This is an optimization exercise on Yosys and OpenROAD, whose aim is small area, a short achievable clock period and few clock cycles per item, not a production implementation.
Function was checked by simulation only, so behaviour that the tests miss may differ from the original.
Power and IR drop assume default switching activity.

==> flow/design.v <==
package tlg_pkg;
    localparam int SAMPLE_W = 16;
    localparam int HP_W     = 20;
    localparam int SEL_W    = 2;
    localparam int PHASE_W  = 21;
    localparam int WAVE_W   = 32;    
    localparam int QF_W     = 34;    
    localparam int C_W      = 33;    
    localparam int A_W      = 34;    
    localparam int CNT_W    = 6;
    localparam int PROD_W   = 47;
    localparam logic [WAVE_W-1:0] U_TOP       = 32'h8000_0000;    
    localparam logic [WAVE_W-1:0] U_MID       = 32'h4000_0000;    
    localparam logic [WAVE_W-1:0] SMOOTH_STEP = 32'd21474836;
    localparam logic [HP_W-1:0]  HP_RESET  = 20'd22050;
    localparam logic [C_W-1:0]   C_RESET   = 33'd194783;          
    localparam logic [HP_W-1:0]  D_RESET   = 20'd2146;            
    localparam logic [A_W-1:0]   A_RESET   = 34'd17;             
    localparam logic [HP_W-1:0]  B_RESET   = 20'd14714;           
    localparam logic [QF_W-1:0]  QF_RESET  = 34'h3_fffd_0720;     
    localparam logic [HP_W-1:0]  RF_RESET  = 20'd19904;
    localparam logic [PROD_W-1:0] BOOTH_K  = 47'h5556_0000_0000;
    localparam logic CFG_HALF_PERIOD = 1'b0;
    localparam logic CFG_WAVE_SEL    = 1'b1;
    localparam logic [SEL_W-1:0] WAVE_TRIANGLE = 2'd1;
    localparam logic [SEL_W-1:0] WAVE_PARABOLA = 2'd2;
endpackage
module tlg_div (
    input  logic [tlg_pkg::HP_W-1:0] rem,
    input  logic                     bit_in,
    input  logic [tlg_pkg::HP_W-1:0] divisor,
    output logic [tlg_pkg::HP_W-1:0] rem_next,
    output logic                     qbit
);
    logic [tlg_pkg::HP_W:0]   rem_sh;
    logic [tlg_pkg::HP_W+1:0] diff;
    always_comb
    begin
        rem_sh   = {rem, bit_in};
        diff     = {1'b0, rem_sh} - {2'b00, divisor};
        qbit     = ~diff[tlg_pkg::HP_W+1];
        rem_next = qbit ? diff[tlg_pkg::HP_W-1:0] : rem_sh[tlg_pkg::HP_W-1:0];
    end
endmodule
module tremolo_lfo_gain (
    input  logic                           clk,
    input  logic                           rst_n,
    input  logic                           s_axis_tvalid,
    output logic                           s_axis_tready,
    input  logic [15:0]                    s_axis_tdata,    
    output logic                           m_axis_tvalid,
    input  logic                           m_axis_tready,
    output logic [15:0]                    m_axis_tdata,    
    input  logic                           cfg_we,
    input  logic                           cfg_index,
    input  logic [tlg_pkg::HP_W-1:0]       cfg_data
);
    localparam int HW = tlg_pkg::HP_W;
    localparam int WW = tlg_pkg::WAVE_W;
    localparam int PW = tlg_pkg::PROD_W;
    localparam int QW = tlg_pkg::QF_W;
    logic [HW-1:0]               h_reg;
    logic [tlg_pkg::SEL_W-1:0]   sel_reg;
    logic                        busy_reg;
    logic [tlg_pkg::CNT_W-1:0]   cnt_reg;
    logic                        init_reg;     
    logic [2:0]                  pre_reg;      
    logic                        sh4_reg;
    logic                        d1_reg;
    logic                        d1b_reg;      
    logic                        d2_reg;
    logic                        d3_reg;
    logic                        d3b_reg;      
    logic                        fix1_reg;
    logic                        f1p_reg;      
    logic                        fix2_reg;
    logic [tlg_pkg::C_W-1:0]     c_reg;
    logic [HW-1:0]               d_reg;
    logic [tlg_pkg::A_W-1:0]     a_reg;
    logic [HW-1:0]               b_reg;
    logic                        dz_reg;       
    logic                        hp_wr;
    logic                        sel_wr;
    logic [HW-1:0]               cfg_h;
    logic                        start;
    logic [HW-1:0]               h_src;
    logic [2:0]                  g_skip;       
    logic [2:0]                  pre_next;
    logic                        act_next;
    logic                        busy_next;
    logic [tlg_pkg::CNT_W-1:0]   cnt_next;
    logic                        blk_next;
    logic                        sel2;
    logic                        sel1;
    assign hp_wr     = cfg_we && (cfg_index == tlg_pkg::CFG_HALF_PERIOD);
    assign sel_wr    = cfg_we && (cfg_index == tlg_pkg::CFG_WAVE_SEL);
    assign cfg_h     = (cfg_data == '0) ? HW'(1) : cfg_data;
    assign start     = hp_wr || init_reg;
    assign h_src     = hp_wr ? cfg_h : h_reg;
    assign g_skip    = 3'((h_src[HW-1:4] != '0)) + 3'((h_src[HW-1:8] != '0))
                     + 3'((h_src[HW-1:12] != '0)) + 3'((h_src[HW-1:16] != '0));
    assign pre_next  = start ? g_skip : ((pre_reg != '0) ? (pre_reg - 1'b1) : '0);
    assign busy_next = start || (busy_reg && (cnt_reg != 6'd35));
    assign cnt_next  = start ? {1'b0, g_skip, 2'b00} :
                       ((pre_reg != '0) ? cnt_reg : (cnt_reg + 1'b1));
    assign act_next  = busy_next && (pre_next == '0);
    assign blk_next  = start || (busy_reg && (cnt_reg < 6'd35));
    assign sel2      = (sel_reg == tlg_pkg::WAVE_PARABOLA);
    assign sel1      = (sel_reg == tlg_pkg::WAVE_TRIANGLE);
    logic              s_ready_reg;
    logic              v1_reg;
    logic              v2_reg;
    logic              vop_reg;
    logic              vm_reg;
    logic              out_valid_reg;
    logic              o2_valid_reg;
    logic [15:0]       x1_reg;
    logic [15:0]       x2_reg;
    logic [15:0]       out_reg;
    logic [15:0]       o2_reg;
    logic              stall;
    logic              adv1;
    logic              adv2;
    logic              adv3;
    logic              pop;
    logic              o2_valid_next;
    assign stall   = o2_valid_reg;
    assign adv1    = s_axis_tvalid && s_ready_reg;
    assign adv2    = v1_reg && !stall;
    assign adv3    = v2_reg && !stall;
    assign pop     = out_valid_reg && m_axis_tready;
    assign o2_valid_next = o2_valid_reg ? !pop : (vm_reg && out_valid_reg && !pop);
    logic [tlg_pkg::PHASE_W-1:0] phase_reg;
    logic                        fl_reg;       
    logic                        sqpos_reg;
    logic                        ndir_reg;     
    logic [WW:0]                 k1op_reg;     
    logic [HW+1:0]               bop_reg;      
    logic [HW+1:0]               bhop_reg;     
    logic                        ucin_reg;     
    logic [WW-1:0]               ut_reg;       
    logic [WW-1:0]               us_reg;       
    logic [HW-1:0]               rf_reg;
    logic                        cy_reg;
    logic                        evhi_reg;
    logic                        evlo_reg;
    logic                        dir;
    logic [HW+1:0]               ph_diff;
    logic                        ph_ge;
    logic                        ph_gt;
    logic                        fl_next;
    logic                        dir_next;
    logic [tlg_pkg::PHASE_W-1:0] phase_new;
    logic [WW-1:0]               k1;
    logic [WW:0]                 t_sum;
    logic                        t_hi;
    logic                        t_lo;
    logic [WW-1:0]               ut_new;
    logic [WW:0]                 s_sum;
    logic [WW-1:0]               us_new;
    logic                        fix1_nx;
    logic                        up_nx;
    logic [HW-1:0]               bx_nx;
    logic [HW+1:0]               op_b;
    logic [HW+1:0]               op_h;
    logic [HW+1:0]               r_a;
    logic [HW+1:0]               r_b;
    logic                        r_sel;
    logic [HW-1:0]               rf_inc;
    logic [HW-1:0]               rf_hd;
    logic [HW-1:0]               rf_l1;
    assign dir       = !ndir_reg;
    assign ph_diff   = {1'b0, phase_reg} - {2'b00, h_reg};
    assign ph_ge     = !ph_diff[HW+1];
    assign ph_gt     = ph_ge && (ph_diff[HW:0] != '0);
    assign phase_new = fl_reg ? tlg_pkg::PHASE_W'(1) : phase_reg + 1'b1;
    assign fl_next   = adv1 ? (!fl_reg && ph_ge) : ph_gt;
    assign dir_next  = (adv1 ? dir : sqpos_reg) ^ fl_next;
    assign k1     = c_reg[tlg_pkg::C_W-1:1];
    assign t_sum  = {1'b0, ut_reg} + k1op_reg + {{WW{1'b0}}, !dir};
    assign t_hi   = dir && (t_sum[WW] || t_sum[WW-1]);
    assign t_lo   = !dir && t_sum[WW];
    assign ut_new = t_hi ? tlg_pkg::U_TOP : (t_lo ? '0 : t_sum[WW-1:0]);
    assign s_sum  = {1'b0, us_reg} + (ndir_reg ? ~{1'b0, tlg_pkg::SMOOTH_STEP} : {1'b0, tlg_pkg::SMOOTH_STEP})
                    + {{WW{1'b0}}, ndir_reg};
    assign us_new = !ndir_reg ? ((s_sum[WW] || s_sum[WW-1]) ? tlg_pkg::U_TOP : s_sum[WW-1:0])
                              : (s_sum[WW] ? '0 : s_sum[WW-1:0]);
    assign fix1_nx = busy_reg && !start && (cnt_reg == 6'd33);
    assign up_nx   = f1p_reg ? 1'b0 : dir_next;
    assign bx_nx   = f1p_reg ? d_reg : b_reg;
    assign op_b    = up_nx ? {2'b00, bx_nx} : ~{2'b00, bx_nx};
    assign op_h    = {2'b00, bx_nx} - {2'b00, h_reg};
    assign r_a     = {2'b00, rf_reg} + bop_reg + {{(HW+1){1'b0}}, ucin_reg};
    assign r_b     = {2'b00, rf_reg} + bhop_reg + {{(HW+1){1'b0}}, ucin_reg};
    assign r_sel   = ucin_reg ? r_a[HW+1] : !r_b[HW+1];
    assign rf_inc = r_sel ? r_b[HW-1:0] : r_a[HW-1:0];
    assign rf_hd  = dz_reg ? '0 : (h_reg - d_reg);
    assign rf_l1  = t_hi ? d_reg : (t_lo ? rf_hd : rf_inc);
    logic [QW-1:0]               qf_reg;
    logic                        corr_reg;     
    logic [WW-1:0]               p_reg;        
    logic                        q_x0;
    logic [QW-1:0]               q_x;
    logic [QW-1:0]               q_y;
    logic                        q_cin;
    logic [QW-1:0]               qf_new;
    logic [QW:0]                 p_sum;
    logic [WW-1:0]               p_new;
    assign q_x0   = !fix2_reg && (evhi_reg || evlo_reg);
    assign q_x    = q_x0 ? '0 : qf_reg;
    assign q_y    = fix2_reg  ? ~{1'b0, c_reg} :
                    evhi_reg  ?  {1'b0, c_reg} :
                    evlo_reg  ? ~{1'b0, c_reg} :
                    sqpos_reg ?  a_reg : ~a_reg;
    assign q_cin  = fix2_reg  ? !cy_reg :
                    evhi_reg  ? 1'b0 :
                    evlo_reg  ? dz_reg :
                    sqpos_reg ? cy_reg : !cy_reg;
    assign qf_new = q_x + q_y + {{(QW-1){1'b0}}, q_cin};
    assign p_sum  = {3'b000, p_reg} + {qf_reg[QW-1], qf_reg} + {{QW{1'b0}}, corr_reg};
    assign p_new  = p_sum[QW] ? '0 :
                    ((p_sum[QW-1:WW-1] != '0) ? tlg_pkg::U_TOP : p_sum[WW-1:0]);
    logic [HW-1:0] d1_rem;
    logic          d1_q;
    logic [HW-1:0] d2_rem;
    logic          d2_q;
    logic [HW-1:0] d3_rem;
    logic          d3_q;
    tlg_div u_div1 (
        .rem      (d_reg),
        .bit_in   (d1b_reg),
        .divisor  (h_reg),
        .rem_next (d1_rem),
        .qbit     (d1_q)
    );
    tlg_div u_div2 (
        .rem      (rf_reg),
        .bit_in   (qf_reg[QW-1]),
        .divisor  (h_reg),
        .rem_next (d2_rem),
        .qbit     (d2_q)
    );
    tlg_div u_div3 (
        .rem      (b_reg),
        .bit_in   (d3b_reg && c_reg[0]),
        .divisor  (h_reg),
        .rem_next (d3_rem),
        .qbit     (d3_q)
    );
    logic [WW-1:0]  gop_reg;
    logic [7:0]     bone_reg;     
    logic [7:0]     btwo_reg;     
    logic [7:0]     bneg_reg;     
    logic [15:0]    xsel;
    logic [7:0]     bone;
    logic [7:0]     btwo;
    logic [PW-1:0]  ms_reg;
    logic [PW-1:0]  mc_reg;
    logic [PW-1:0]  rows [0:8];
    logic [PW-1:0]  fin;
    logic [15:0]    res;
    assign xsel = sel2 ? x2_reg : x1_reg;
    always_comb
    begin
        logic b0, b1, b2;
        for (int j = 0; j < 8; j++)
        begin
            b2      = xsel[2*j+1];
            b1      = xsel[2*j];
            b0      = (j == 0) ? 1'b0 : xsel[2*j-1];
            bone[j] = b1 ^ b0;
            btwo[j] = (b2 & !b1 & !b0) | (!b2 & b1 & b0);
        end
    end
    always_comb
    begin
        logic       b2;
        logic [32:0] mag;
        logic [32:0] lo_bits;
        logic [PW-1:0] r;
        logic        neg_prev;
        neg_prev = 1'b0;
        for (int j = 0; j < 8; j++)
        begin
            b2  = bneg_reg[j];
            mag = bone_reg[j] ? {1'b0, gop_reg} : (btwo_reg[j] ? {gop_reg, 1'b0} : 33'd0);
            lo_bits = mag ^ {33{b2}};
            r = PW'({!b2, lo_bits}) << (2*j);
            if (j > 0)
            begin
                r[2*j-2] = neg_prev;
            end
            rows[j] = r;
            neg_prev = b2;
        end
        rows[8] = tlg_pkg::BOOTH_K | (bneg_reg[7] ? PW'(47'h0000_8000_3fff) : PW'(0));
    end
    logic [PW-1:0] s0, c0, s1, c1, s2, c2, s3, c3, s4, c4, s5, c5, s6, c6;
    always_comb
    begin
        s0 = rows[0] ^ rows[1] ^ rows[2];
        c0 = ((rows[0] & rows[1]) | (rows[0] & rows[2]) | (rows[1] & rows[2])) << 1;
        s1 = rows[3] ^ rows[4] ^ rows[5];
        c1 = ((rows[3] & rows[4]) | (rows[3] & rows[5]) | (rows[4] & rows[5])) << 1;
        s2 = rows[6] ^ rows[7] ^ rows[8];
        c2 = ((rows[6] & rows[7]) | (rows[6] & rows[8]) | (rows[7] & rows[8])) << 1;
        s3 = s0 ^ c0 ^ s1;
        c3 = ((s0 & c0) | (s0 & s1) | (c0 & s1)) << 1;
        s4 = c1 ^ s2 ^ c2;
        c4 = ((c1 & s2) | (c1 & c2) | (s2 & c2)) << 1;
        s5 = s3 ^ c3 ^ s4;
        c5 = ((s3 & c3) | (s3 & s4) | (c3 & s4)) << 1;
        s6 = s5 ^ c5 ^ c4;
        c6 = ((s5 & c5) | (s5 & c4) | (c5 & c4)) << 1;
    end
    assign fin = ms_reg + mc_reg;
    assign res = fin[PW-1:PW-16];
    always_ff @(posedge clk or negedge rst_n)
    begin
        if (!rst_n)
        begin
            h_reg         <= tlg_pkg::HP_RESET;
            sel_reg       <= tlg_pkg::WAVE_PARABOLA;
            busy_reg      <= 1'b0;
            cnt_reg       <= '0;
            init_reg      <= 1'b1;
            pre_reg       <= '0;
            sh4_reg       <= 1'b0;
            d1_reg        <= 1'b0;
            d1b_reg       <= 1'b0;
            d2_reg        <= 1'b0;
            d3_reg        <= 1'b0;
            d3b_reg       <= 1'b0;
            fix1_reg      <= 1'b0;
            f1p_reg       <= 1'b0;
            fix2_reg      <= 1'b0;
            s_ready_reg   <= 1'b0;
            v1_reg        <= 1'b0;
            v2_reg        <= 1'b0;
            vop_reg       <= 1'b0;
            vm_reg        <= 1'b0;
            out_valid_reg <= 1'b0;
            o2_valid_reg  <= 1'b0;
            phase_reg     <= '0;
            fl_reg        <= 1'b0;
            sqpos_reg     <= 1'b1;
            ndir_reg      <= 1'b0;
            ut_reg        <= '0;
            us_reg        <= tlg_pkg::U_TOP;
            evhi_reg      <= 1'b0;
            evlo_reg      <= 1'b0;
            p_reg         <= tlg_pkg::U_MID;
        end
        else
        begin
            if (hp_wr)
            begin
                h_reg <= cfg_h;
            end
            if (sel_wr)
            begin
                sel_reg <= cfg_data[tlg_pkg::SEL_W-1:0];
            end
            init_reg <= 1'b0;
            busy_reg <= busy_next;
            if (start || busy_reg)
            begin
                cnt_reg <= cnt_next;
            end
            pre_reg  <= pre_next;
            sh4_reg  <= busy_next && (pre_next != '0);
            d1_reg   <= act_next && (cnt_next <= 6'd32);
            d1b_reg  <= act_next && (cnt_next == '0);
            d2_reg   <= act_next && (cnt_next <= 6'd33);
            d3_reg   <= act_next && (cnt_next >= 6'd1) && (cnt_next <= 6'd34);
            d3b_reg  <= busy_next && (cnt_next <= 6'd32);
            fix1_reg <= fix1_nx;
            f1p_reg  <= act_next && (cnt_next == 6'd33);
            fix2_reg <= act_next && (cnt_next == 6'd35);
            s_ready_reg  <= !o2_valid_next && !blk_next;
            o2_valid_reg <= o2_valid_next;
            if (!stall)
            begin
                v1_reg  <= adv1;
                v2_reg  <= v1_reg;
                vop_reg <= sel2 ? v2_reg : v1_reg;
                vm_reg  <= vop_reg;
                if (!out_valid_reg || pop)
                begin
                    out_valid_reg <= vm_reg;
                end
            end
            else if (pop)
            begin
                out_valid_reg <= 1'b1;
            end
            if (adv3)
            begin
                p_reg <= p_new;
            end
            fl_reg   <= fl_next;
            ndir_reg <= !dir_next;
            if (adv1)
            begin
                phase_reg <= phase_new;
                sqpos_reg <= dir;
                ut_reg    <= ut_new;
                us_reg    <= us_new;
                evhi_reg  <= t_hi;
                evlo_reg  <= t_lo;
            end
        end
    end
    always_ff @(posedge clk)
    begin
        if (start)
        begin
            c_reg <= '0;
            d_reg <= {4'b0000, (g_skip == 3'd4), 3'b000, (g_skip == 3'd3), 3'b000,
                      (g_skip == 3'd2), 3'b000, (g_skip == 3'd1), 3'b000};
        end
        else if (d1_reg)
        begin
            c_reg <= {c_reg[tlg_pkg::C_W-2:0], d1_q};
            d_reg <= d1_rem;
        end
        if (start)
        begin
            a_reg <= '0;
            b_reg <= '0;
        end
        else if (d3_reg)
        begin
            a_reg <= {a_reg[tlg_pkg::A_W-2:0], d3_q};
            b_reg <= d3_rem;
        end
        dz_reg   <= (d_reg == '0);
        k1op_reg <= dir_next ? {1'b0, k1} : ~{1'b0, k1};
        bop_reg  <= op_b;
        bhop_reg <= up_nx ? op_h : ~op_h;
        ucin_reg <= !up_nx;
        if (start)
        begin
            rf_reg <= '0;
        end
        else if (sh4_reg)
        begin
            rf_reg <= {rf_reg[HW-5:0], qf_reg[QW-1:QW-4]};
        end
        else if (d2_reg)
        begin
            rf_reg <= d2_rem;
        end
        else if (fix1_reg)
        begin
            rf_reg <= rf_inc;
            cy_reg <= r_sel;
        end
        else if (adv1)
        begin
            rf_reg <= rf_l1;
            cy_reg <= r_sel;
        end
        if (start)
        begin
            qf_reg <= {ut_reg, 2'b00};
        end
        else if (sh4_reg)
        begin
            qf_reg <= {qf_reg[QW-5:0], 4'b0000};
        end
        else if (d2_reg)
        begin
            qf_reg <= {qf_reg[QW-2:0], d2_q};
        end
        else if (fix2_reg || adv2)
        begin
            qf_reg <= qf_new;
        end
        if (adv2)
        begin
            corr_reg <= !ut_reg[WW-1] && !ut_reg[WW-2] && (rf_reg != '0);
        end
        if (adv1)
        begin
            x1_reg <= s_axis_tdata;
        end
        if (!stall)
        begin
            x2_reg  <= x1_reg;
            gop_reg  <= sel2 ? p_new : (sel1 ? ut_reg : us_reg);
            bone_reg <= bone;
            btwo_reg <= btwo;
            for (int j = 0; j < 8; j++)
            begin
                bneg_reg[j] <= xsel[2*j+1];
            end
            ms_reg <= s6;
            mc_reg <= c6;
        end
        if (!stall && (!out_valid_reg || pop))
        begin
            out_reg <= res;
        end
        else if (stall && pop)
        begin
            out_reg <= o2_reg;
        end
        if (!stall && out_valid_reg && !pop)
        begin
            o2_reg <= res;
        end
    end
    assign s_axis_tready = s_ready_reg;
    assign m_axis_tvalid = out_valid_reg;
    assign m_axis_tdata  = out_reg;
endmodule
==> flow/flow/run.sh <==
#!/bin/bash
set -euo pipefail
MARGIN=${MARGIN:-6.25}
sed -e "s/SETUP_SLACK_MARGIN=[^ ]*/SETUP_SLACK_MARGIN=${MARGIN}/" standard.sh > standard_margin.sh
grep -q "SETUP_SLACK_MARGIN=${MARGIN}" standard_margin.sh
bash standard_margin.sh > flow_make.log 2>&1
==> flow/standard.sh <==
#!/bin/bash
# synth_recipe.tcl (not shown) runs the flow's synth.tcl, then flattens the netlist and writes it again
# the make line also repeats each setting of config.mk as NAME=value (left out here)
make -C /OpenROAD-flow-scripts/flow DESIGN_CONFIG=/design/flow/config.mk WORK_HOME=/design/flow/orfs CLKGATE_MAP_FILE= SYNTH_SCRIPT=/design/flow/synth_recipe.tcl "${@:-finish}"
==> flow/config.mk <==
export PLATFORM = sky130hd
export DESIGN_NAME = tremolo_lfo_gain
export DESIGN_NICKNAME = tremolo_lfo_gain
export VERILOG_FILES = /design/flow/design.v
export SDC_FILE = /design/flow/constraint.sdc
export NUM_CORES = 4
export LEC_CHECK = 0
export ABC_AREA = 1
export CAP_MARGIN = 20
export CORE_MARGIN = 2
export CORE_UTILIZATION = 40
export CTS_BUF_LIST = sky130_fd_sc_hd__clkbuf_4 sky130_fd_sc_hd__clkbuf_8
export PLACE_DENSITY = 0.6
export SETUP_SLACK_MARGIN = 5
export SLEW_MARGIN = 20
export TNS_END_PERCENT = 100
==> flow/constraint.sdc <==
create_clock -name core_clock -period 10.0 [get_ports {clk}]
set_input_delay 2.0000 -clock core_clock [delete_from_list [all_inputs] [get_ports {clk}]]
set_output_delay 2.0000 -clock core_clock [all_outputs]
set_load 0.01 [all_outputs]
==> flow_summary.json, run 1 <==
{
  "syn_nets": 7996,
  "hp-class": "reg2reg",
  "areaGrowthSynthToFinish_pct": 17.9,
  "rsz0062_at_grt": "true",
  "place.gp.congestion": 0.947,
  "synth_area_mm2": 0.0553,
  "min_period_ns": 4.15,
  "antenna_found_initial": 4,
  "required_ns": 10.81,
  "cts_num_sinks": 621,
  "route.detailed.drc": 0,
  "clkLatencyLatePin_ns": 0.93,
  "drt_wl_total_mm": 199,
  "ir_worst_vdd_mv": 0.228,
  "portBuffers": 59,
  "core_mm2": 0.137,
  "cp-end-kind": "flop",
  "status": "finished clean",
  "synth-seq-area-share_pct": 28.6,
  "synth.distinct_cells": 68,
  "cts_root_buf": "clkbuf_8",
  "netlist.area_leader.share_pct": 13.5,
  "critPathLaunchType": "input port",
  "start_util_pct": 40.3,
  "finalSetupViolCount": 0,
  "power_density_mw_per_mm2": 300,
  "hold_viol_final": 0,
  "synth-edff-count": 248,
  "hold_buffers": 0,
  "routedWlPerCell_um": 21.2,
  "post-route-util_pct": 47.4,
  "synth_area_leaders": "edfxtp_1 13%, nand2_1 10%, ha_1 9.1%",
  "layout-drive-gt1-share_pct": 12.6,
  "grt_pass1_vias": 50400,
  "cts_tree": "done",
  "synth-seq-cells": 621,
  "h-tree-depth": 3,
  "rows": 136,
  "viasPerCell": 5.65,
  "die_area_mm2": 0.141,
  "ios": 60,
  "period_share_pct": 41.5,
  "finClkSkew_ns": 0.0766,
  "synth_cells": 7342,
  "grt_pass1_wl_mm": 296,
  "cts_buffers": 118,
  "synth-async-reset-ratio_pct": 27.5,
  "maxCapViolCount": 0,
  "grt_max_degree": 101,
  "relSlewSlack_pct": 25.9,
  "clk_pin_slew_ns": 0.06,
  "ys_warn_count": 3,
  "die_y_um": 376,
  "ant_nets": 0,
  "num_vias": 53300,
  "cts_buffer_depth": 3,
  "first_pass_iters": 6,
  "syn_area_per_cell_um2": 7.53,
  "drt_iter0_drc": 4921,
  "path_class": "in2reg",
  "fp.dieW_um": 376,
  "grt_overflow": 0,
  "leakage_nw": 29.6,
  "yosys.area.top_type": "edfxtp_1",
  "drv_slew": 0,
  "fmax_mhz": 241,
  "tightestPinTransition_ns": 1.11,
  "crit_fanout": 4,
  "nets": 8179,
  "yosys_most_used_dff": "edfxtp_1",
  "worstPathArrival_ns": 4.96,
  "tns_ns": 0,
  "grt.total_usage_pct": 26.7,
  "dp_hpwl_mm": 142
}
-- layer usage --
layer  GRT usage (%)  up-vias  routed length, µm
li1                -    25300                  -
met1            35.3    25400              83900
met2            43.8     2111              91800
met3            3.98      454              14000
met4            10.8        4               9710
met5               0        -                 27
-- worst max-delay path, cell delays in order --
cell and delay (ns):
clkdlybuf4s50_1 0.44, nand2_1 0.09, o21ai_1 0.12, nor4_4 0.43, nand3_4 0.12, ha_4 0.28
xnor2_4 0.13, ha_4 0.16, xor2_2 0.18, nand2_2 0.09, buf_6 0.12, nand2_4 0.05
nor4_4 0.29, inv_2 0.12, nor3_2 0.20, or2_1 0.12
-- worst paths after layout --
| path | cells after the start | end | from | slack [ns] |
|---|---|---|---|---|
| min in group asynchronous | 1 | ut_reg[7] | rst_n | 1.13 |
| worst min-delay path | 0 | x2_reg[15] | x1_reg[15] | 0.45 |
| worst max-delay path | 16 | d2_reg | cfg_data[9] | 5.85 |
| worst min register to register | 0 | x2_reg[15] | x1_reg[15] | 0.45 |
| max in group asynchronous | 3 | us_reg[30] | rst_n | 7.32 |
| worst max register to register | 23 | qf_reg[32] | sqpos_reg | 6.23 |
-- synthesized netlist by cell type, types with 69 or more instances --
| library cell | instances |
|---|---|
| o22ai_1 | 325 |
| ha_1 | 403 |
| xor2_1 | 382 |
| o21ai_0 | 475 |
| inv_1 | 922 |
| nor2_1 | 471 |
| fa_1 | 209 |
| clkbuf_1 | 217 |
| dfxtp_1 | 202 |
| nand3_1 | 279 |
| o211ai_1 | 69 |
| dfrtp_1 | 160 |
| nand2_1 | 1496 |
| xnor2_1 | 90 |
| a21oi_1 | 613 |
| nand4_1 | 138 |
| edfxtp_1 | 248 |
-- report_power, final --
group,internal (mW),switching (mW)
Clock,1.67,1.25
Combinational,4.67,7.60
Sequential,3.90,0.444
-- area by class of cell --
type | instances | area [µm²]
fillers | 13400 | 72200
multi-input cells | 5484 | 36500
flip-flops and latches | 621 | 15800
repair buffers | 355 | 3990
inverters | 941 | 3790
well taps | 1794 | 2240
clock buffers | 166 | 2120
clock inverters | 55 | 629
repair inverters | 4 | 32.5
diodes | 2 | 5.00
-- layout by cell type (no fill, tap or decap), drive strengths merged, types with 57 or more instances in the layout --
cell and count:
o22ai 325, nand4 138, nand3 286, nor2 480, edfxtp 248, buf 277
clkinvlp 57, dfxtp 202, clkbuf 181, xor2 383, a22oi 61, xnor2 90
nand2 1509, fa 209, o211ai 69, dfrtp 160, nor3 64, inv 892
ha 403, a21oi 615, o21ai 523
-- cell families (layout without fill, tap and decap cells) --
logic type / after synthesis / in the layout / share of synthesized area, %
other: 1 / 3 / 0.00678
flip-flops: 621 / 621 / 28.6
buffers and inverters: 1246 / 1521 / 8.77
AO/OA/AOI/OAI: 1807 / 1807 / 18.7
AND/OR/NAND/NOR: 2572 / 2581 / 19.6
adder cells (fa/ha/maj): 612 / 612 / 16.7
multiplexers: 10 / 10 / 0.186
XOR/XNOR: 473 / 473 / 7.51
-- through the flow --
stage	cells	setup slack, ns	instance area, µm²	hold WS (ns)	power, mW
after floorplan	7342	5.28	55400	0.418	12.3
after global placement	8956	3.74	57400	0.431	15.5
after detailed placement	8958	3.76	57500	0.438	15.7
after CTS	9281	5.92	62100	0.452	19.0
after global routing	9422	5.73	65200	0.467	21.4
final	9422	5.85	65200	0.448	19.5
-- timing repair --
action                     4_1_cts  5_1_grt
pin swaps                       48      120
gates resized for setup        280      348
hold endpoints to repair         0        0
cloned                          16       21
buffers inserted                86      117
setup endpoints to repair      465      311
Testbench counts, summed over its fixed seeds: cycles 10,344, items 9,600.
==> run 2: changes to the inputs <==
--- a/flow/design.v
+++ b/flow/design.v
@@ -66,4 +66,2 @@
     logic                        init_reg;     
-    logic [2:0]                  pre_reg;      
-    logic                        sh4_reg;
     logic                        d1_reg;
@@ -74,3 +72,2 @@
     logic                        fix1_reg;
-    logic                        f1p_reg;      
     logic                        fix2_reg;
@@ -80,3 +77,2 @@
     logic [HW-1:0]               b_reg;
-    logic                        dz_reg;       
     logic                        hp_wr;
@@ -85,6 +81,2 @@
     logic                        start;
-    logic [HW-1:0]               h_src;
-    logic [2:0]                  g_skip;       
-    logic [2:0]                  pre_next;
-    logic                        act_next;
     logic                        busy_next;
@@ -98,10 +90,4 @@
     assign start     = hp_wr || init_reg;
-    assign h_src     = hp_wr ? cfg_h : h_reg;
-    assign g_skip    = 3'((h_src[HW-1:4] != '0)) + 3'((h_src[HW-1:8] != '0))
-                     + 3'((h_src[HW-1:12] != '0)) + 3'((h_src[HW-1:16] != '0));
-    assign pre_next  = start ? g_skip : ((pre_reg != '0) ? (pre_reg - 1'b1) : '0);
     assign busy_next = start || (busy_reg && (cnt_reg != 6'd35));
-    assign cnt_next  = start ? {1'b0, g_skip, 2'b00} :
-                       ((pre_reg != '0) ? cnt_reg : (cnt_reg + 1'b1));
-    assign act_next  = busy_next && (pre_next == '0);
+    assign cnt_next  = start ? '0 : (cnt_reg + 1'b1);
     assign blk_next  = start || (busy_reg && (cnt_reg < 6'd35));
@@ -187,12 +173,12 @@
                               : (s_sum[WW] ? '0 : s_sum[WW-1:0]);
-    assign fix1_nx = busy_reg && !start && (cnt_reg == 6'd33);
-    assign up_nx   = f1p_reg ? 1'b0 : dir_next;
-    assign bx_nx   = f1p_reg ? d_reg : b_reg;
+    assign fix1_nx = busy_next && (cnt_next == 6'd34);
+    assign up_nx   = fix1_nx ? 1'b0 : dir_next;
+    assign bx_nx   = fix1_nx ? d_reg : b_reg;
     assign op_b    = up_nx ? {2'b00, bx_nx} : ~{2'b00, bx_nx};
-    assign op_h    = {2'b00, bx_nx} - {2'b00, h_reg};
+    assign op_h    = up_nx ? ~{2'b00, h_reg} : {2'b00, h_reg};
     assign r_a     = {2'b00, rf_reg} + bop_reg + {{(HW+1){1'b0}}, ucin_reg};
-    assign r_b     = {2'b00, rf_reg} + bhop_reg + {{(HW+1){1'b0}}, ucin_reg};
+    assign r_b     = {2'b00, rf_reg} + bhop_reg;
     assign r_sel   = ucin_reg ? r_a[HW+1] : !r_b[HW+1];
     assign rf_inc = r_sel ? r_b[HW-1:0] : r_a[HW-1:0];
-    assign rf_hd  = dz_reg ? '0 : (h_reg - d_reg);
+    assign rf_hd  = (d_reg == '0) ? '0 : (h_reg - d_reg);
     assign rf_l1  = t_hi ? d_reg : (t_lo ? rf_hd : rf_inc);
@@ -216,3 +202,3 @@
                     evhi_reg  ? 1'b0 :
-                    evlo_reg  ? dz_reg :
+                    evlo_reg  ? (d_reg == '0) :
                     sqpos_reg ? cy_reg : !cy_reg;
@@ -326,4 +312,2 @@
             init_reg      <= 1'b1;
-            pre_reg       <= '0;
-            sh4_reg       <= 1'b0;
             d1_reg        <= 1'b0;
@@ -334,3 +318,2 @@
             fix1_reg      <= 1'b0;
-            f1p_reg       <= 1'b0;
             fix2_reg      <= 1'b0;
@@ -369,12 +352,9 @@
             end
-            pre_reg  <= pre_next;
-            sh4_reg  <= busy_next && (pre_next != '0);
-            d1_reg   <= act_next && (cnt_next <= 6'd32);
-            d1b_reg  <= act_next && (cnt_next == '0);
-            d2_reg   <= act_next && (cnt_next <= 6'd33);
-            d3_reg   <= act_next && (cnt_next >= 6'd1) && (cnt_next <= 6'd34);
+            d1_reg   <= busy_next && (cnt_next <= 6'd32);
+            d1b_reg  <= start;
+            d2_reg   <= busy_next && (cnt_next <= 6'd33);
+            d3_reg   <= busy_next && (cnt_next >= 6'd1) && (cnt_next <= 6'd34);
             d3b_reg  <= busy_next && (cnt_next <= 6'd32);
             fix1_reg <= fix1_nx;
-            f1p_reg  <= act_next && (cnt_next == 6'd33);
-            fix2_reg <= act_next && (cnt_next == 6'd35);
+            fix2_reg <= busy_next && (cnt_next == 6'd35);
             s_ready_reg  <= !o2_valid_next && !blk_next;
@@ -418,4 +398,3 @@
             c_reg <= '0;
-            d_reg <= {4'b0000, (g_skip == 3'd4), 3'b000, (g_skip == 3'd3), 3'b000,
-                      (g_skip == 3'd2), 3'b000, (g_skip == 3'd1), 3'b000};
+            d_reg <= '0;
         end
@@ -436,6 +415,5 @@
         end
-        dz_reg   <= (d_reg == '0);
         k1op_reg <= dir_next ? {1'b0, k1} : ~{1'b0, k1};
         bop_reg  <= op_b;
-        bhop_reg <= up_nx ? op_h : ~op_h;
+        bhop_reg <= op_b + op_h + (HW+2)'(1);
         ucin_reg <= !up_nx;
@@ -445,6 +423,2 @@
         end
-        else if (sh4_reg)
-        begin
-            rf_reg <= {rf_reg[HW-5:0], qf_reg[QW-1:QW-4]};
-        end
         else if (d2_reg)
@@ -467,6 +441,2 @@
         end
-        else if (sh4_reg)
-        begin
-            qf_reg <= {qf_reg[QW-5:0], 4'b0000};
-        end
         else if (d2_reg)
==> flow/run.sh (new file) <==
#!/bin/bash
# synth_recipe.tcl (not shown) runs the flow's synth.tcl, then flattens the netlist and writes it again
# the make line also repeats each setting of config.mk as NAME=value (left out here)
make -C /OpenROAD-flow-scripts/flow DESIGN_CONFIG=/design/flow/config.mk WORK_HOME=/design/flow/orfs CLKGATE_MAP_FILE= SYNTH_SCRIPT=/design/flow/synth_recipe.tcl finish
--- a/flow/config.mk
+++ b/flow/config.mk
@@ -11,3 +11,2 @@
 export CORE_UTILIZATION = 40
-export CTS_BUF_LIST = sky130_fd_sc_hd__clkbuf_4 sky130_fd_sc_hd__clkbuf_8
 export PLACE_DENSITY = 0.6
removed: flow/flow/run.sh
removed: flow/standard.sh
==> run 2 against run 1 <==
Still clean. Clock power grew 7.2%. Register-to-register slack lost 1.1 ns. Flip-flop and latch count shrank 7. Synthesized cell count shrank 10%. Power shrank 14%. Setup slack lost 0.76 ns. Fmax shrank 16%. Sequential power shrank 6.5%. Hold slack gained 0.0015 ns. Non-clock buffer count shrank 120. Critical path type unchanged. Largest cell class unchanged.
==> flow_summary.json, run 2 <==
{
  "status": "finished clean",
  "cp_slowest_stage_delay_ns": 0.31,
  "cpMostUsedCell": "nand2_2",
  "worstPathArrival_ns": 5.47,
  "synth-seq-cells": 614,
  "syn_nets": 7234,
  "rr_endpoint": "bhop_reg[15]",
  "cts_buffer_depth": 3,
  "fp.dieW_um": 363,
  "ant_nets": 0,
  "p_int_mw": 9.17,
  "netlist_top_cells_count": "1,372 x nand2_1, 775 x inv_1, 590 x a21oi_1",
  "finClkSkew_ns": 0.0310,
  "r2r-start": "h_reg[17]",
  "cp.depth": 28,
  "h-tree-depth": 3,
  "comb_power_share_pct": 57.1,
  "drv_slew": 0,
  "hp-class": "reg2reg",
  "cp-end-kind": "flop",
  "endpoint": "bhop_reg[15]",
  "layout-drive-gt1-share_pct": 8.15,
  "rows": 131,
  "grt_pass1_wl_mm": 266,
  "clk_pin_slew_ns": 0.05,
  "synth.most_common_cell": "nand2_1",
  "fmax_mhz": 203,
  "dp_hpwl_mm": 125,
  "ys_warn_count": 3,
  "antenna_found_initial": 2,
  "tightestPinTransition_ns": 1.08,
  "required_ns": 10.55,
  "cp_slowest_cell": "ha_1",
  "holdPathStages": 0,
  "post-route-util_pct": 45.7,
  "route.detailed.drc": 0,
  "leakage_nw": 27.0,
  "synth_area_leaders": "edfxtp_1 14%, nand2_1 10%, ha_1 9.6%",
  "maxCapViolCount": 0,
  "relSlewSlack_pct": 27.8,
  "synth-async-reset-ratio_pct": 26.9,
  "cp.buffers_inverters": 7,
  "tns_ns": 0,
  "cts_buffers": 78,
  "grt.total_usage_pct": 25.8,
  "synth-seq-area-share_pct": 30.2,
  "viasPerCell": 5.56,
  "drt_wl_total_mm": 174,
  "final_cell_mix": "1,351 x nand2_1, 747 x inv_1, 581 x a21oi_1",
  "portBuffers": 59,
  "cts_root_buf": "clkbuf_16",
  "cts_num_sinks": 614,
  "reg2reg_setup_slack_ns": 5.14,
  "die_y_um": 363,
  "synth_cells": 6588,
  "num_vias": 46500,
  "critPathLaunchType": "input port",
  "routedWlPerCell_um": 20.8,
  "nets": 7282,
  "hold_buffers": 0,
  "netlist.area_leader.share_pct": 14.2,
  "synth.distinct_cells": 68,
  "grt_overflow": 0,
  "num-fill-cells": 12600,
  "rsz0062_at_grt": "true",
  "ios": 60,
  "drt_iter0_drc": 4608,
  "switchingPower_mw": 7.60,
  "grt_pass1_vias": 44200,
  "yosys_most_used_dff": "edfxtp_1",
  "rr_worst_depth": 30,
  "crit_start": "cfg_index",
  "syn_area_per_cell_um2": 7.84,
  "finalSetupViolCount": 0,
  "cp_top_family": "simple AND/OR/NAND/NOR gates",
  "ir_worst_vdd_mv": 0.178,
  "met2WireLength_mm": 77.1,
  "areaGrowthSynthToFinish_pct": 13.0,
  "first_pass_iters": 6,
  "synth_area_mm2": 0.0517,
  "wl_met3_mm": 12.2,
  "period_share_pct": 49.2,
  "seqPwrFrac_pct": 24.2,
  "grt_max_degree": 70,
  "p_clk_share_pct": 18.7,
  "path_class": "in2reg",
  "synth-edff-count": 244,
  "min_period_ns": 4.92,
  "layout_commonest_cell": "nand2_1",
  "highest_layer": "met4",
  "clkLatencyLatePin_ns": 0.69,
  "place.gp.congestion": 0.945,
  "die_area_mm2": 0.132,
  "cts_tree": "done",
  "wl_met1_mm": 77.4,
  "power_density_mw_per_mm2": 287,
  "yosys.area.top_type": "edfxtp_1",
  "crit_fanout": 7,
  "core_mm2": 0.128,
  "start_util_pct": 40.4,
  "hold_viol_final": 0,
  "swShare_pct": 45.3
}
## run 2: cell types whose count changed in the layout (fill, tap and decap cells not counted), moves of 68 or more
| cell | delta |
|---|---|
| xor2_1 | +81 |
| clkbuf_16 | +68 |
| nand2_1 | -116 |
| clkbuf_8 | -130 |
| inv_1 | -106 |
| nand3_1 | -107 |
| nor2_1 | -156 |
| nand4_1 | -91 |
## run 2: repair_timing
item	in CTS	in global routing
setup buffers	52	54
resized for setup	75	101
cloned	14	2
pin swaps	27	49
setup endpoints to repair	102	72
## run 2: cell type report
| type | instances | area, µm² | area share (%) |
|---|---|---|---|
| Timing Repair Buffer | 235 | 2220 | 3.80 |
| Sequential cell | 614 | 15600 | 26.7 |
| Clock buffer | 100 | 2200 | 3.76 |
| Tap cell | 1662 | 2080 | 3.56 |
| Inverter | 797 | 3080 | 5.27 |
| Antenna cell | 2 | 5.00 | 0.00857 |
| Clock inverter | 44 | 638 | 1.09 |
| Multi-Input combinational cell | 4908 | 32600 | 55.8 |
| Timing Repair inverter | 2 | 12.5 | 0.0214 |
## run 2: logic make-up (layout without fill, tap and decap cells)
logic type,count (synthesis),count (layout),share of synthesized area [%]
and+or+nand+nor,2070,2079,16.6
buffers and inverters,1075,1178,7.91
other,1,3,0.00726
xor gates and xnor gates,536,536,9.09
AOI/OAI and AO/OA,1679,1679,18.4
DFF,614,614,30.2
muxes,9,9,0.179
adders and majority gates,604,604,17.7
## run 2: how the worst min path moves through the flow
stage                     startpoint          to  slack, ns
after global placement     x1_reg[0]   x2_reg[0]       0.44
after floorplan           x1_reg[11]  x2_reg[11]       0.42
after detailed placement   x1_reg[6]   x2_reg[6]       0.43
after global routing       x1_reg[3]   x2_reg[3]       0.47
final                      x1_reg[0]   x2_reg[0]       0.45
after CTS                  x1_reg[0]   x2_reg[0]       0.45
## run 2: metal layers
metal	GRT usage [%]	up-vias
met5	0	-
met4	9.56	0
met3	3.43	302
met2	40.9	1794
met1	35.9	22100
li1	-	22300
## run 2: worst register-to-register path: cells and delay by family, from the launching register on
family / cells / cell delay [ns]
and+or+nand+nor: 20 / 2.31
DFF: 1 / 0.52
adders and majority gates: 2 / 0.76
buffers and inverters: 5 / 0.75
AOI/OAI and AO/OA: 3 / 0.40
## run 2: metrics by stage
stage / cells / hold slack [ns] / power, mW / instance area (µm²) / worst slack (ns)
floorplan: 6588 / 0.418 / 10.4 / 51700 / 5.00
global placement: 8095 / 0.438 / 13.1 / 53800 / 2.37
detailed placement: 8095 / 0.434 / 13.3 / 53800 / 2.31
CTS: 8305 / 0.452 / 16.6 / 57600 / 5.00
global route: 8363 / 0.469 / 18.3 / 58400 / 4.91
finish: 8364 / 0.449 / 16.8 / 58400 / 5.08
## run 2: power by group through the flow
| stage | combinational [mW] | clock (mW) | sequential, mW |
|---|---|---|---|
| finish | 9.59 | 3.13 | 4.06 |
| global route | 10.9 | 3.29 | 4.09 |
| CTS | 9.39 | 3.19 | 4.05 |
| detailed placement | 9.22 | 0 | 4.09 |
| global placement | 9.03 | 0 | 4.09 |
| floorplan | 6.55 | 0 | 3.88 |
Testbench counts of run 2, summed over its fixed seeds: cycles 10,542, items 9,600.
==> run 3: changes to the inputs <==
--- a/flow/design.v
+++ b/flow/design.v
@@ -66,2 +66,4 @@
     logic                        init_reg;     
+    logic [2:0]                  pre_reg;      
+    logic                        sh4_reg;
     logic                        d1_reg;
@@ -72,2 +74,3 @@
     logic                        fix1_reg;
+    logic                        f1p_reg;      
     logic                        fix2_reg;
@@ -77,2 +80,3 @@
     logic [HW-1:0]               b_reg;
+    logic                        dz_reg;       
     logic                        hp_wr;
@@ -81,2 +85,10 @@
     logic                        start;
+    logic [HW-1:0]               h_src;
+    logic [2:0]                  g_skip;       
+    logic                        g_t1;
+    logic                        g_t2;
+    logic                        g_t3;
+    logic                        g_t4;
+    logic [2:0]                  pre_next;
+    logic                        act_next;
     logic                        busy_next;
@@ -90,4 +102,12 @@
     assign start     = hp_wr || init_reg;
-    assign busy_next = start || (busy_reg && (cnt_reg != 6'd35));
-    assign cnt_next  = start ? '0 : (cnt_reg + 1'b1);
+    assign h_src     = hp_wr ? cfg_h : h_reg;
+    assign g_t1      = (h_src[HW-1:4] != '0);
+    assign g_t2      = (h_src[HW-1:8] != '0);
+    assign g_t3      = (h_src[HW-1:12] != '0);
+    assign g_t4      = (h_src[HW-1:16] != '0);
+    assign g_skip    = {g_t4, g_t2 && !g_t4, (g_t1 && !g_t2) || (g_t3 && !g_t4)};
+    assign pre_next  = (pre_reg != '0) ? (pre_reg - 1'b1) : '0;
+    assign busy_next = busy_reg && (cnt_reg != 6'd35);
+    assign cnt_next  = (pre_reg != '0) ? cnt_reg : (cnt_reg + 1'b1);
+    assign act_next  = busy_next && (pre_next == '0);
     assign blk_next  = start || (busy_reg && (cnt_reg < 6'd35));
@@ -173,12 +193,12 @@
                               : (s_sum[WW] ? '0 : s_sum[WW-1:0]);
-    assign fix1_nx = busy_next && (cnt_next == 6'd34);
-    assign up_nx   = fix1_nx ? 1'b0 : dir_next;
-    assign bx_nx   = fix1_nx ? d_reg : b_reg;
+    assign fix1_nx = busy_reg && !start && (cnt_reg == 6'd33);
+    assign up_nx   = f1p_reg ? 1'b0 : dir_next;
+    assign bx_nx   = f1p_reg ? d_reg : b_reg;
     assign op_b    = up_nx ? {2'b00, bx_nx} : ~{2'b00, bx_nx};
-    assign op_h    = up_nx ? ~{2'b00, h_reg} : {2'b00, h_reg};
+    assign op_h    = {2'b00, bx_nx} - {2'b00, h_reg};
     assign r_a     = {2'b00, rf_reg} + bop_reg + {{(HW+1){1'b0}}, ucin_reg};
-    assign r_b     = {2'b00, rf_reg} + bhop_reg;
+    assign r_b     = {2'b00, rf_reg} + bhop_reg + {{(HW+1){1'b0}}, ucin_reg};
     assign r_sel   = ucin_reg ? r_a[HW+1] : !r_b[HW+1];
     assign rf_inc = r_sel ? r_b[HW-1:0] : r_a[HW-1:0];
-    assign rf_hd  = (d_reg == '0) ? '0 : (h_reg - d_reg);
+    assign rf_hd  = dz_reg ? '0 : (h_reg - d_reg);
     assign rf_l1  = t_hi ? d_reg : (t_lo ? rf_hd : rf_inc);
@@ -202,3 +222,3 @@
                     evhi_reg  ? 1'b0 :
-                    evlo_reg  ? (d_reg == '0) :
+                    evlo_reg  ? dz_reg :
                     sqpos_reg ? cy_reg : !cy_reg;
@@ -312,2 +332,4 @@
             init_reg      <= 1'b1;
+            pre_reg       <= '0;
+            sh4_reg       <= 1'b0;
             d1_reg        <= 1'b0;
@@ -318,2 +340,3 @@
             fix1_reg      <= 1'b0;
+            f1p_reg       <= 1'b0;
             fix2_reg      <= 1'b0;
@@ -347,14 +370,35 @@
             init_reg <= 1'b0;
-            busy_reg <= busy_next;
-            if (start || busy_reg)
+            if (start)
             begin
-                cnt_reg <= cnt_next;
+                busy_reg <= 1'b1;
+                cnt_reg  <= {1'b0, g_skip, 2'b00};
+                pre_reg  <= g_skip;
+                sh4_reg  <= g_t1;
+                d1_reg   <= !g_t1;
+                d1b_reg  <= !g_t1;
+                d2_reg   <= !g_t1;
+                d3_reg   <= 1'b0;
+                d3b_reg  <= 1'b1;
+                fix1_reg <= 1'b0;
+                f1p_reg  <= 1'b0;
+                fix2_reg <= 1'b0;
+            end
+            else
+            begin
+                busy_reg <= busy_next;
+                if (busy_reg)
+                begin
+                    cnt_reg <= cnt_next;
+                end
+                pre_reg  <= pre_next;
+                sh4_reg  <= busy_next && (pre_next != '0);
+                d1_reg   <= act_next && (cnt_next <= 6'd32);
+                d1b_reg  <= act_next && (cnt_next == '0);
+                d2_reg   <= act_next && (cnt_next <= 6'd33);
+                d3_reg   <= act_next && (cnt_next >= 6'd1) && (cnt_next <= 6'd34);
+                d3b_reg  <= busy_next && (cnt_next <= 6'd32);
+                fix1_reg <= fix1_nx;
+                f1p_reg  <= act_next && (cnt_next == 6'd33);
+                fix2_reg <= act_next && (cnt_next == 6'd35);
             end
-            d1_reg   <= busy_next && (cnt_next <= 6'd32);
-            d1b_reg  <= start;
-            d2_reg   <= busy_next && (cnt_next <= 6'd33);
-            d3_reg   <= busy_next && (cnt_next >= 6'd1) && (cnt_next <= 6'd34);
-            d3b_reg  <= busy_next && (cnt_next <= 6'd32);
-            fix1_reg <= fix1_nx;
-            fix2_reg <= busy_next && (cnt_next == 6'd35);
             s_ready_reg  <= !o2_valid_next && !blk_next;
@@ -398,3 +442,4 @@
             c_reg <= '0;
-            d_reg <= '0;
+            d_reg <= {4'b0000, g_t4, 3'b000, g_t3 && !g_t4, 3'b000,
+                      g_t2 && !g_t3, 3'b000, g_t1 && !g_t2, 3'b000};
         end
@@ -415,5 +460,6 @@
         end
+        dz_reg   <= (d_reg == '0);
         k1op_reg <= dir_next ? {1'b0, k1} : ~{1'b0, k1};
         bop_reg  <= op_b;
-        bhop_reg <= op_b + op_h + (HW+2)'(1);
+        bhop_reg <= up_nx ? op_h : ~op_h;
         ucin_reg <= !up_nx;
@@ -423,2 +469,6 @@
         end
+        else if (sh4_reg)
+        begin
+            rf_reg <= {rf_reg[HW-5:0], qf_reg[QW-1:QW-4]};
+        end
         else if (d2_reg)
@@ -441,2 +491,6 @@
         end
+        else if (sh4_reg)
+        begin
+            qf_reg <= {qf_reg[QW-5:0], 4'b0000};
+        end
         else if (d2_reg)
==> flow/flow/run.sh (new file) <==
#!/bin/bash
set -euo pipefail
MARGIN=${MARGIN:-6.0}
sed -e "s/SETUP_SLACK_MARGIN=[^ ]*/SETUP_SLACK_MARGIN=${MARGIN}/" standard.sh > standard_margin.sh
grep -q "SETUP_SLACK_MARGIN=${MARGIN}" standard_margin.sh
bash standard_margin.sh > flow_make.log 2>&1
==> flow/standard.sh (new file) <==
#!/bin/bash
# synth_recipe.tcl (not shown) runs the flow's synth.tcl, then flattens the netlist and writes it again
# the make line also repeats each setting of config.mk as NAME=value (left out here)
make -C /OpenROAD-flow-scripts/flow DESIGN_CONFIG=/design/flow/config.mk WORK_HOME=/design/flow/orfs CLKGATE_MAP_FILE= SYNTH_SCRIPT=/design/flow/synth_recipe.tcl "${@:-finish}"
--- a/flow/config.mk
+++ b/flow/config.mk
@@ -11,2 +11,3 @@
 export CORE_UTILIZATION = 40
+export CTS_BUF_LIST = sky130_fd_sc_hd__clkbuf_4 sky130_fd_sc_hd__clkbuf_8
 export PLACE_DENSITY = 0.6
removed: flow/run.sh
==> run 3 against run 2 <==
Die area rose by 7.5%. Cell count is 12% higher. Clock skew is 0.068 ns higher. Fmax increased by 23%. Flip-flop and latch count rose by 7. Still clean. Sequential share of layout area down 1.0 points. Setup slack better by 0.94 ns. Largest cell class unchanged.
==> flow_summary.json, run 3 <==
{
  "viasPerCell": 5.67,
  "drt_iter0_drc": 5664,
  "final_cell_mix": "1,714 x nand2_1, 906 x inv_1, 613 x a21oi_1",
  "synth.most_common_cell": "nand2_1",
  "synth_compound_area_share_pct": 17.5,
  "drv_slew": 0,
  "status": "finished clean",
  "num_vias": 52900,
  "syn_nets": 8076,
  "r2r-start": "bneg_reg[4]",
  "rows": 136,
  "min_period_ns": 3.98,
  "power_density_mw_per_mm2": 260,
  "netlist.area_leader.share_pct": 13.4,
  "synth-edff-count": 248,
  "synth_cells": 7424,
  "place.gp.congestion": 0.967,
  "crit_start": "cfg_index",
  "synth-seq-cells": 621,
  "cts_buffers": 116,
  "routedWlPerCell_um": 21.6,
  "cts_root_buf": "clkbuf_8",
  "synthMuxAreaShare_pct": 0.146,
  "synth_xor_area_share_pct": 7.63,
  "hold_buffers": 0,
  "fmax_mhz": 251,
  "hp-class": "reg2reg",
  "layout-drive-gt1-share_pct": 6.49,
  "synth_area_mm2": 0.0556,
  "synth_top_family_by_area": "simple AND/OR/NAND/NOR gates",
  "ir_worst_vdd_mv": 0.151,
  "grt_pass1_vias": 50100,
  "tns_ns": 0,
  "core_mm2": 0.138,
  "antenna_found_initial": 7,
  "grt_max_degree": 129,
  "clkLatencyLatePin_ns": 0.93,
  "leakage_nw": 29.1,
  "crit_fanout": 41,
  "path_class": "in2reg",
  "cts_tree": "done",
  "synth_area_leaders": "edfxtp_1 13%, nand2_1 12%, ha_1 9.0%",
  "rsz0062_at_grt": "false",
  "hold_viol_final": 0,
  "tightestPinTransition_ns": 1.07,
  "yosys_most_used_dff": "edfxtp_1",
  "h-tree-depth": 3,
  "grt_overflow": 0,
  "finClkSkew_ns": 0.0992,
  "cp-end-kind": "flop",
  "dp_hpwl_mm": 149,
  "yosys.area.top_type": "edfxtp_1",
  "clk_pin_slew_ns": 0.06,
  "critPathLaunchType": "input port",
  "cts_buffer_depth": 3,
  "layout_commonest_cell": "nand2_1",
  "holdWs_ns": 0.441,
  "netlist_top_cells_count": "1,723 x nand2_1, 918 x inv_1, 616 x a21oi_1",
  "nets": 8082,
  "first_pass_iters": 6,
  "maxCapViolCount": 0,
  "relSlewSlack_pct": 28.2,
  "die_area_mm2": 0.142,
  "ys_warn_count": 3,
  "synth.distinct_cells": 71,
  "synth-seq-area-share_pct": 28.4,
  "finalSetupViolCount": 0,
  "holdCritStartpoint": "x1_reg[9]",
  "route.detailed.drc": 0,
  "grt_pass1_wl_mm": 304,
  "cts_num_sinks": 621,
  "start_util_pct": 40.4,
  "synth_fa_ha_area_share_pct": 16.6,
  "period_share_pct": 39.8,
  "fp.dieW_um": 377,
  "worstPathArrival_ns": 4.76,
  "areaGrowthSynthToFinish_pct": 10.7,
  "ios": 60,
  "drt_wl_total_mm": 202,
  "ant_nets": 0,
  "required_ns": 10.78,
  "grt.total_usage_pct": 27.7,
  "die_y_um": 377,
  "synthSimpleGateAreaFrac_pct": 20.9,
  "portBuffers": 59,
  "syn_area_per_cell_um2": 7.49,
  "synth-async-reset-ratio_pct": 27.5
}
## run 3: what timing repair did
action	4_1_cts	5_1_grt
buffers inserted	11	33
resized for setup	61	76
cloned	8	8
setup endpoints to repair	363	372
pin swaps	9	11
## run 3: cell families (layout without fill, tap and decap cells)
family,count (synthesis),after routing
and+or+nand+nor,2771,2779
AOI/OAI and AO/OA,1686,1686
buffers and inverters,1243,1343
DFF,621,621
adders and majority gates,610,610
xor gates and xnor gates,484,484
muxes,8,8
other,1,5
## run 3: layer usage
| metal | GRT usage [%] | part of all wire (%) |
|---|---|---|
| met5 | 0 | 0.0045 |
| met4 | 7.49 | 2.5 |
| met3 | 3.80 | 7.5 |
| met2 | 43.4 | 44 |
| met1 | 39.7 | 46 |
## run 3: report_power, final
group	internal (mW)	leakage [nW]	total, mW	switching (mW)
clock network	1.60	1.41	2.85	1.25
registers	3.64	6.38	3.98	0.347
logic	3.30	21.3	9.20	5.89
total	8.54	29.1	16.0	7.48
## run 3: critical path: stages
cell	delay (ns)
clkdlybuf4s50_1	0.49
nor2_2	0.05
buf_6	0.18
nor2_2	0.10
buf_4	0.34
inv_4	0.18
nor2_1	0.66
clkinv_1	0.16
buf_4	0.31
o22ai_1	0.23
## run 3: path summary, 6_finish.rpt
kind                              end  slack, ns  cells past startpoint
max in group asynchronous    ndir_reg       7.71                      2
max                         c_reg[15]       6.02                     10
min in group asynchronous  us_reg[28]       1.03                      1
min reg2reg                 x2_reg[9]       0.44                      0
max reg2reg                ms_reg[22]       6.11                      8
min                         x2_reg[9]       0.44                      0
## run 3: through the flow
stage	setup WS, ns	std cells	utilization (%)	cell area, µm²	power [mW]
floorplan	5.97	7424	-	55600	10.1
CTS	5.81	9285	44.1	60800	15.9
global route	6.00	9328	44.7	61500	17.4
global placement	4.56	9046	41.9	57700	12.8
finish	6.02	9330	44.7	61500	16.0
detailed placement	4.49	9046	41.9	57700	12.9
## run 3: final cells by class
| cell class | count | area, µm² |
|---|---|---|
| antenna | 4 | 10.0 |
| clock inverter | 41 | 468 |
| clock buffer | 179 | 2170 |
| fill | 13800 | 76100 |
| tap | 1794 | 2240 |
| multi-input combinational | 5568 | 35200 |
| timing repair inverter | 2 | 15.0 |
| timing repair buffer | 187 | 2030 |
| sequential | 621 | 15800 |
| inverter | 934 | 3570 |
Testbench counts of run 3, summed over its fixed seeds: cycles 10,344, items 9,600.
==> run 4: changes to the inputs <==
--- a/flow/flow/run.sh
+++ b/flow/flow/run.sh
@@ -2,3 +2,3 @@
 set -euo pipefail
-MARGIN=${MARGIN:-6.0}
+MARGIN=${MARGIN:-6.25}
 sed -e "s/SETUP_SLACK_MARGIN=[^ ]*/SETUP_SLACK_MARGIN=${MARGIN}/" standard.sh > standard_margin.sh
==> run 4 against run 3 <==
Still clean on timing, DRC and antenna. Die area stayed put. Global-route usage is essentially flat. Power up 3.0%. Hold slack got worse by 0.018 ns. Flip-flop and latch count stayed put. Setup slack better by 0.27 ns. Final area grew 3.7%. Via count grew 1.2%. Critical path depth rose by 1. Sequential power barely moved. Combinational power grew 3.7%. Sequential share of layout area fell by 0.91 points. Largest power group unchanged.
==> flow_summary.json, run 4 <==
{
  "status": "finished clean",
  "synth.distinct_cells": 71,
  "grt_overflow": 0,
  "clk_pin_slew_ns": 0.06,
  "ir_worst_vdd_mv": 0.171,
  "place.gp.congestion": 0.965,
  "die_y_um": 377,
  "synth-seq-cells": 621,
  "tns_ns": 0,
  "post-route-util_pct": 46.4,
  "num_vias": 53500,
  "start_util_pct": 40.4,
  "drt_wl_total_mm": 205,
  "syn_area_per_cell_um2": 7.49,
  "areaGrowthSynthToFinish_pct": 14.8,
  "ant_nets": 0,
  "layout-drive-gt1-share_pct": 9.58,
  "drv_slew": 0,
  "cp-end-kind": "flop",
  "fmax_mhz": 270,
  "finClkSkew_ns": 0.0849,
  "synthMuxAreaShare_pct": 0.146,
  "first_pass_iters": 8,
  "syn_nets": 8076,
  "nets": 8169,
  "yosys.area.top_type": "edfxtp_1",
  "synth-async-reset-ratio_pct": 27.5,
  "synth_cells": 7424,
  "min_period_ns": 3.71,
  "grt_pass1_wl_mm": 304,
  "fin_area_mm2": 0.0638,
  "synthSimpleGateAreaFrac_pct": 20.9,
  "hp-class": "reg2reg",
  "synth.most_common_cell": "nand2_1",
  "tightestPinTransition_ns": 1.17,
  "routedWlPerCell_um": 21.8,
  "synth_top_family_by_area": "simple AND/OR/NAND/NOR gates",
  "cp_slowest_stage_delay_ns": 0.56,
  "synth_compound_area_share_pct": 17.5,
  "h-tree-depth": 3,
  "die_area_mm2": 0.142,
  "grt.total_usage_pct": 27.7,
  "dp_hpwl_mm": 145,
  "viasPerCell": 5.69,
  "grt_pass1_vias": 50300,
  "synth-seq-area-share_pct": 28.4,
  "path_cells": "buf_4 -> clkinvlp_4 -> buf_6 -> o22ai_1 -> xor2_1 -> fa_1 -> inv_1 -> fa_1 -> fa_1 -> inv_1 -> fa_1",
  "hold_viol_final": 0,
  "clkLatencyLatePin_ns": 0.88,
  "period_share_pct": 37.1,
  "synth_fa_ha_area_share_pct": 16.6,
  "path_class": "reg2reg",
  "crit_fanout": 15,
  "cts_buffers": 113,
  "leakage_nw": 29.8,
  "cts_num_sinks": 621,
  "portBuffers": 59,
  "synth_area_mm2": 0.0556,
  "layout_commonest_cell": "nand2_1",
  "core_mm2": 0.138,
  "netlist.area_leader.share_pct": 13.4,
  "synth-edff-count": 248,
  "hold_buffers": 0,
  "rows": 136,
  "required_ns": 10.61,
  "cp_slowest_cell": "fa_1",
  "final_cell_mix": "1,702 x nand2_1, 859 x inv_1, 595 x a21oi_1",
  "antenna_found_initial": 2,
  "cts_root_buf": "clkbuf_8",
  "ios": 60,
  "netlist_top_cells_count": "1,723 x nand2_1, 918 x inv_1, 616 x a21oi_1",
  "grt_max_degree": 95,
  "placed_area_mm2": 0.0576,
  "cts_buffer_depth": 3,
  "yosys_most_used_dff": "edfxtp_1",
  "cp_top_family": "adder cells",
  "route.detailed.drc": 0,
  "power_density_mw_per_mm2": 259,
  "cts_tree": "done",
  "cp.buffers_inverters": 5,
  "cpMostUsedCell": "fa_1",
  "synth_area_leaders": "edfxtp_1 13%, nand2_1 12%, ha_1 9.0%",
  "worstPathArrival_ns": 4.31,
  "fp.dieW_um": 377,
  "ys_warn_count": 3,
  "relSlewSlack_pct": 21.4,
  "critPathLaunchType": "flop",
  "drt_iter0_drc": 5824,
  "finalSetupViolCount": 0,
  "maxCapViolCount": 0,
  "rsz0062_at_grt": "true",
  "synth_xor_area_share_pct": 7.63
}
==> run 4: kinds of logic (layout without fill, tap and decap cells) <==
logic type | after synthesis | count (layout)
simple gates | 2771 | 2783
compound gates | 1686 | 1686
buf+inv | 1243 | 1424
flops | 621 | 621
fa+ha+maj | 610 | 610
xor+xnor | 484 | 484
mux | 8 | 8
other cells | 1 | 3
==> run 4: layout make-up <==
type                            instances  area (µm²)
Clock buffer                          168        2160
Multi-Input combinational cell       5572       36000
Sequential cell                       621       15800
Timing Repair Buffer                  272        3210
Antenna cell                            2        5.00
Fill cell                           13700       73800
Inverter                              934        3770
Clock inverter                         47         599
Tap cell                             1794        2240
Timing Repair inverter                  3        23.8
==> run 4: power by group <==
group          switching (mW)  internal, mW
clock                    1.22          1.75
sequential              0.360          3.64
combinational            6.07          3.46
total                    7.66          8.85
==> run 4: worst paths after layout <==
check                       startpoint  cells after the start  slack (ns)    endpoint
max                        bone_reg[1]                     11        6.29  ms_reg[33]
min                         x1_reg[12]                      0        0.42  x2_reg[12]
max reg2reg                bone_reg[1]                     11        6.29  ms_reg[33]
min reg2reg                 x1_reg[12]                      0        0.42  x2_reg[12]
max in group asynchronous        rst_n                      2        7.39     sh4_reg
min in group asynchronous        rst_n                      1        1.24  us_reg[28]
==> run 4: worst register-to-register path, stage by stage, from the launching register on <==
cell        delay (ns)
edfxtp_1          0.39
buf_4             0.16
clkinvlp_4        0.12
buf_6             0.23
o22ai_1           0.14
xor2_1            0.18
fa_1              0.54
inv_1             0.06
fa_1              0.52
fa_1              0.56
inv_1             0.06
fa_1              0.48
==> run 4: routing by layer <==
| metal | track usage (%) | up-vias | routed length (µm) |
|---|---|---|---|
| met5 | 0 | - | 0 |
| met4 | 8.29 | 0 | 7160 |
| met3 | 4.49 | 390 | 18300 |
| met2 | 42.1 | 2379 | 87900 |
| met1 | 40.1 | 25500 | 91400 |
| li1 | - | 25300 | - |
==> run 4: repair_timing <==
item / CTS / global route
endpoints found under the hold margin: 0 / 0
buffers inserted: 64 / 62
gates cloned: 19 / 14
endpoints found under the setup margin: 400 / 382
pin swaps: 22 / 46
resized for setup: 155 / 225
==> run 4: stage by stage <==
| step | worst slack [ns] | power (mW) | std cells | hold WS [ns] |
|---|---|---|---|---|
| finish | 6.29 | 16.5 | 9413 | 0.423 |
| global route | 6.21 | 17.9 | 9412 | 0.448 |
| CTS | 6.22 | 16.1 | 9335 | 0.406 |
| detailed placement | 4.02 | 12.9 | 9037 | 0.434 |
| global placement | 4.14 | 12.6 | 9036 | 0.423 |
| floorplan | 6.25 | 10.1 | 7424 | 0.418 |

==> port drivers added, routing unchanged <==
In the flow no input, the clock included, has a driving cell. The finished layouts below were timed again as built, in two steps.
Step 1, drivers: a clkbuf_16 drives clk and a buf_2 each remaining input, both assumed.
Step 2, shift: input delay + t, output delay - t, t = (earliest + latest rising clock arrival at the registers) / 2. This alone moves slack from input paths to output paths.
a / b / c = ideal / step 1 / step 2; a / b = the first two.
run	shift t [ns]	setup slack, ns	worst hold slack (ns)	cell pins on the clock port's net
run 1	0.952	5.846 / 5.873 / 4.921	0.448 / 0.448 / 0.448	1
run 2	0.740	5.082 / 5.135 / 4.396	0.449 / 0.449 / 0.449	1
run 3	0.951	6.017 / 6.061 / 5.110	0.441 / 0.441 / 0.441	1
run 4	0.909	6.292 / 6.261 / 5.443	0.423 / 0.423 / 0.423	1
After both steps setup and hold are still met in every run listed. For run 1, which loses most, drivers alone change the setup slack by +0.027 ns; drivers and shift together by -0.925 ns.
